This design comes from an exercise in tuning for small area on the open sky130 flow, not from production work. Function was checked by simulation only, so behaviour that the tests miss may differ from the original. Power is estimated from default activity; no workload was simulated.

==> flow/design.v (excerpt) <==
module mcdf_formatter
(
  input  logic                      clk,
  input  logic                      rst_n,
  input  logic [1:0]                fmt_uplink_chid,
  input  logic [2:0]                fmt_fifo0_length,
  input  logic [2:0]                fmt_fifo1_length,
  input  logic [2:0]                fmt_fifo2_length,
  input  logic                      fmt_grant,
  input  logic                      fmt_uplink_valid,
  input  logic [mcdf_fmt_pkg::DATA_WIDE-1:0]      fmt_data_in,
  output logic                      fmt_uplink_ready,
  output logic [1:0]                fmt_chid,
  output logic [mcdf_fmt_pkg::CACHE_PTR_WIDE-1:0] fmt_length,
  output logic                      fmt_req,
  output logic                      fmt_start,
  output logic                      fmt_end,
  output logic [mcdf_fmt_pkg::DATA_WIDE-1:0]      fmt_data
);
==> module mcdf_formatter, before the edit <==
module mcdf_formatter
(
  input  logic                      clk,
  input  logic                      rst_n,
  input  logic [1:0]                fmt_uplink_chid,
  input  logic [2:0]                fmt_fifo0_length,
  input  logic [2:0]                fmt_fifo1_length,
  input  logic [2:0]                fmt_fifo2_length,
  input  logic                      fmt_grant,
  input  logic                      fmt_uplink_valid,
  input  logic [mcdf_fmt_pkg::DATA_WIDE-1:0]      fmt_data_in,
  output logic                      fmt_uplink_ready,
  output logic [1:0]                fmt_chid,
  output logic [mcdf_fmt_pkg::CACHE_PTR_WIDE-1:0] fmt_length,
  output logic                      fmt_req,
  output logic                      fmt_start,
  output logic                      fmt_end,
  output logic [mcdf_fmt_pkg::DATA_WIDE-1:0]      fmt_data
);
  logic       r_check;   
  logic       r_hs;      
  logic       r_ss;      
  logic       r_ds;      
  logic       r_se;      
  logic [4:0] r_cnt;     
  logic [2:0] r_len3;    
  logic [3:0] r_len;     
  logic [1:0] r_chid;    
  logic       w_open;
  logic       w_accept;
  logic       w_last;
  logic       w_send;
  logic       w_show;
  logic       w_shift;
  logic [2:0] w_len_code;
  assign r_len = {~|r_len3, r_len3};
  assign w_open   = (r_cnt != 5'd0);
  assign w_accept = fmt_uplink_valid & r_check & ((fmt_uplink_chid != 2'd0) | w_open);
  always_comb begin
    case (fmt_uplink_chid)
      2'd1:    w_len_code = fmt_fifo0_length;
      2'd2:    w_len_code = fmt_fifo1_length;
      2'd3:    w_len_code = fmt_fifo2_length;
      default: w_len_code = 3'd0;
    endcase
  end
  assign w_last = (r_cnt[1:0] == 2'b11)
                & (r_cnt[2] == ~r_len[0])
                & (r_cnt[3] == (r_len[2] | r_len[3]))
                & (r_cnt[4] == r_len[3]);
  assign w_send  = r_ss | r_ds | r_se;
  assign w_show  = r_hs | w_send;
  assign w_shift = w_accept | r_ss | r_ds;
  fmt_cache u_cache (
    .clk     (clk),
    .i_shift (w_shift),
    .i_wdata (fmt_data_in),
    .i_tap   (r_len & {4{w_send}}),
    .o_rdata (fmt_data)
  );
  always_ff @(posedge clk) begin
    if (r_check & ~w_open) begin
      r_chid <= fmt_uplink_chid;
      r_len3 <= 3'b001 << mcdf_fmt_pkg::len_code(w_len_code);
    end
  end
  always_ff @(posedge clk or posedge rst_n) begin
    if (rst_n) begin
      r_check <= 1'b0;
      r_hs    <= 1'b0;
      r_ss    <= 1'b0;
      r_ds    <= 1'b0;
      r_se    <= 1'b0;
      r_cnt   <= '0;
    end else begin
      r_check <= (r_check & ~(w_accept & w_open & w_last))
               | ~(r_check | r_hs | r_ss | r_ds | r_se);
      r_hs    <= (r_check & w_accept & w_open & w_last) | (r_hs & ~fmt_grant);
      r_ss    <= r_hs & fmt_grant;
      r_ds    <= r_ss | (r_ds & ~w_last);
      r_se    <= r_ds & w_last;
      if (w_accept | r_ss | r_ds) r_cnt <= r_cnt + 5'd1;
      else if (r_hs)              r_cnt <= 5'd1;
      else if (r_se)              r_cnt <= 5'd0;
    end
  end
  assign fmt_uplink_ready = r_check;
  assign fmt_req          = r_hs;
  assign fmt_start        = r_ss;
  assign fmt_end          = r_se;
  assign fmt_chid         = r_chid & {2{w_show}};
  assign fmt_length       = {r_len & {4{w_show}}, 2'b00};
endmodule
clock: 5.0 ns
lec_check: 0
cap_margin: 0
core_margin: 2
core_utilization: 65
slew_margin: 0
standard.sh (not shown) runs the stock make flow with config.mk's settings and CLKGATE_MAP_FILE= SYNTH_SCRIPT=/design/flow/synth_recipe.tcl, a recipe that flattens the netlist after the stock synthesis.
==> flow/flow/run.sh <==
#!/bin/bash
# Standard ORFS layout with three changes: small port buffers (buf_1), a clock tree without
# dummy loads, and, after global placement, the cache's shift-enable net driven by a tree of
# buf_4 cells placed at the centroids of their load clusters (flow/de_tree.py).
set -euo pipefail
R=$PWD/orfs/results/sky130hd/mcdf_formatter/base
ARGS=(
  "BUFFER_PORTS_ARGS=-buffer_cell sky130_fd_sc_hd__buf_1"
  "CTS_ARGS=-sink_clustering_enable -repair_clock_nets -dont_use_dummy_load -buf_list sky130_fd_sc_hd__clkbuf_8 -sink_clustering_size 21 -sink_clustering_max_diameter 60"
)
bash standard.sh "${ARGS[@]}" "$R/3_3_place_gp.odb" > orfs_to_gp.log 2>&1
openroad -python -no_init -exit flow/de_tree.py "$R/3_3_place_gp.odb" "$R/3_3_place_gp.odb" 16 sky130_fd_sc_hd__buf_4 > de_tree.log 2>&1
bash standard.sh "${ARGS[@]}" finish > orfs_finish.log 2>&1
Other scripts of this flow, unchanged in this note and not shown: flow/flow/de_tree.py
Edit:
--- a/flow/design.v
+++ b/flow/design.v
@@ -63,21 +63,19 @@
   logic       r_hs;      
   logic       r_ss;      
   logic       r_ds;      
   logic       r_se;      
   logic [4:0] r_cnt;     
-  logic [2:0] r_len3;    
   logic [3:0] r_len;     
   logic [1:0] r_chid;    
   logic       w_open;
   logic       w_accept;
   logic       w_last;
   logic       w_send;
   logic       w_show;
   logic       w_shift;
   logic [2:0] w_len_code;
-  assign r_len = {~|r_len3, r_len3};
   assign w_open   = (r_cnt != 5'd0);
   assign w_accept = fmt_uplink_valid & r_check & ((fmt_uplink_chid != 2'd0) | w_open);
   always_comb begin
     case (fmt_uplink_chid)
       2'd1:    w_len_code = fmt_fifo0_length;
@@ -101,11 +99,11 @@
     .o_rdata (fmt_data)
   );
   always_ff @(posedge clk) begin
     if (r_check & ~w_open) begin
       r_chid <= fmt_uplink_chid;
-      r_len3 <= 3'b001 << mcdf_fmt_pkg::len_code(w_len_code);
+      r_len  <= 4'b0001 << mcdf_fmt_pkg::len_code(w_len_code);
     end
   end
   always_ff @(posedge clk or posedge rst_n) begin
     if (rst_n) begin
       r_check <= 1'b0;
Result:
- The changed run finished clean
- setup slack got worse by 0.46 ns
- die area hardly moves
- cell count barely changes
- register-to-register slack improved by 0.02 ns
- critical path depth does not change
- via count is about the same
- sequential share of layout area barely changes
- global-route usage fell by 0.46 points
- total power fell by about 0.4%

-- afterwards: timing with drivers on the ports --
How much do the figures lean on ideal ports? The routed layouts below were timed once more, with nothing changed but the port constraints.
Step 1, drivers: a clkbuf_16 drives clk and a buf_2 each remaining input, both assumed.
Step 2 adds t to the input delays and takes it off the output delays; t is the mean of the earliest and latest rising clock arrival at the registers after step 1. Input paths then give back, and output paths get back, about the clock's delay inside the block.
a / b / c = no drivers / after step 1 / after step 2; a / b = the first two.
| run | t, ns | slack for setup (ns) | hold slack, ns | cell pins on the clock port's net |
|---|---|---|---|---|
| the first run | 0.722 | 1.041 / 0.989 / 1.711 | 0.249 / 0.218 / 0.374 | 1 |
| the second run | 0.712 | 0.586 / 0.533 / 1.245 | 0.287 / 0.255 / 0.404 | 1 |
After both steps setup and hold are still met in every run listed.
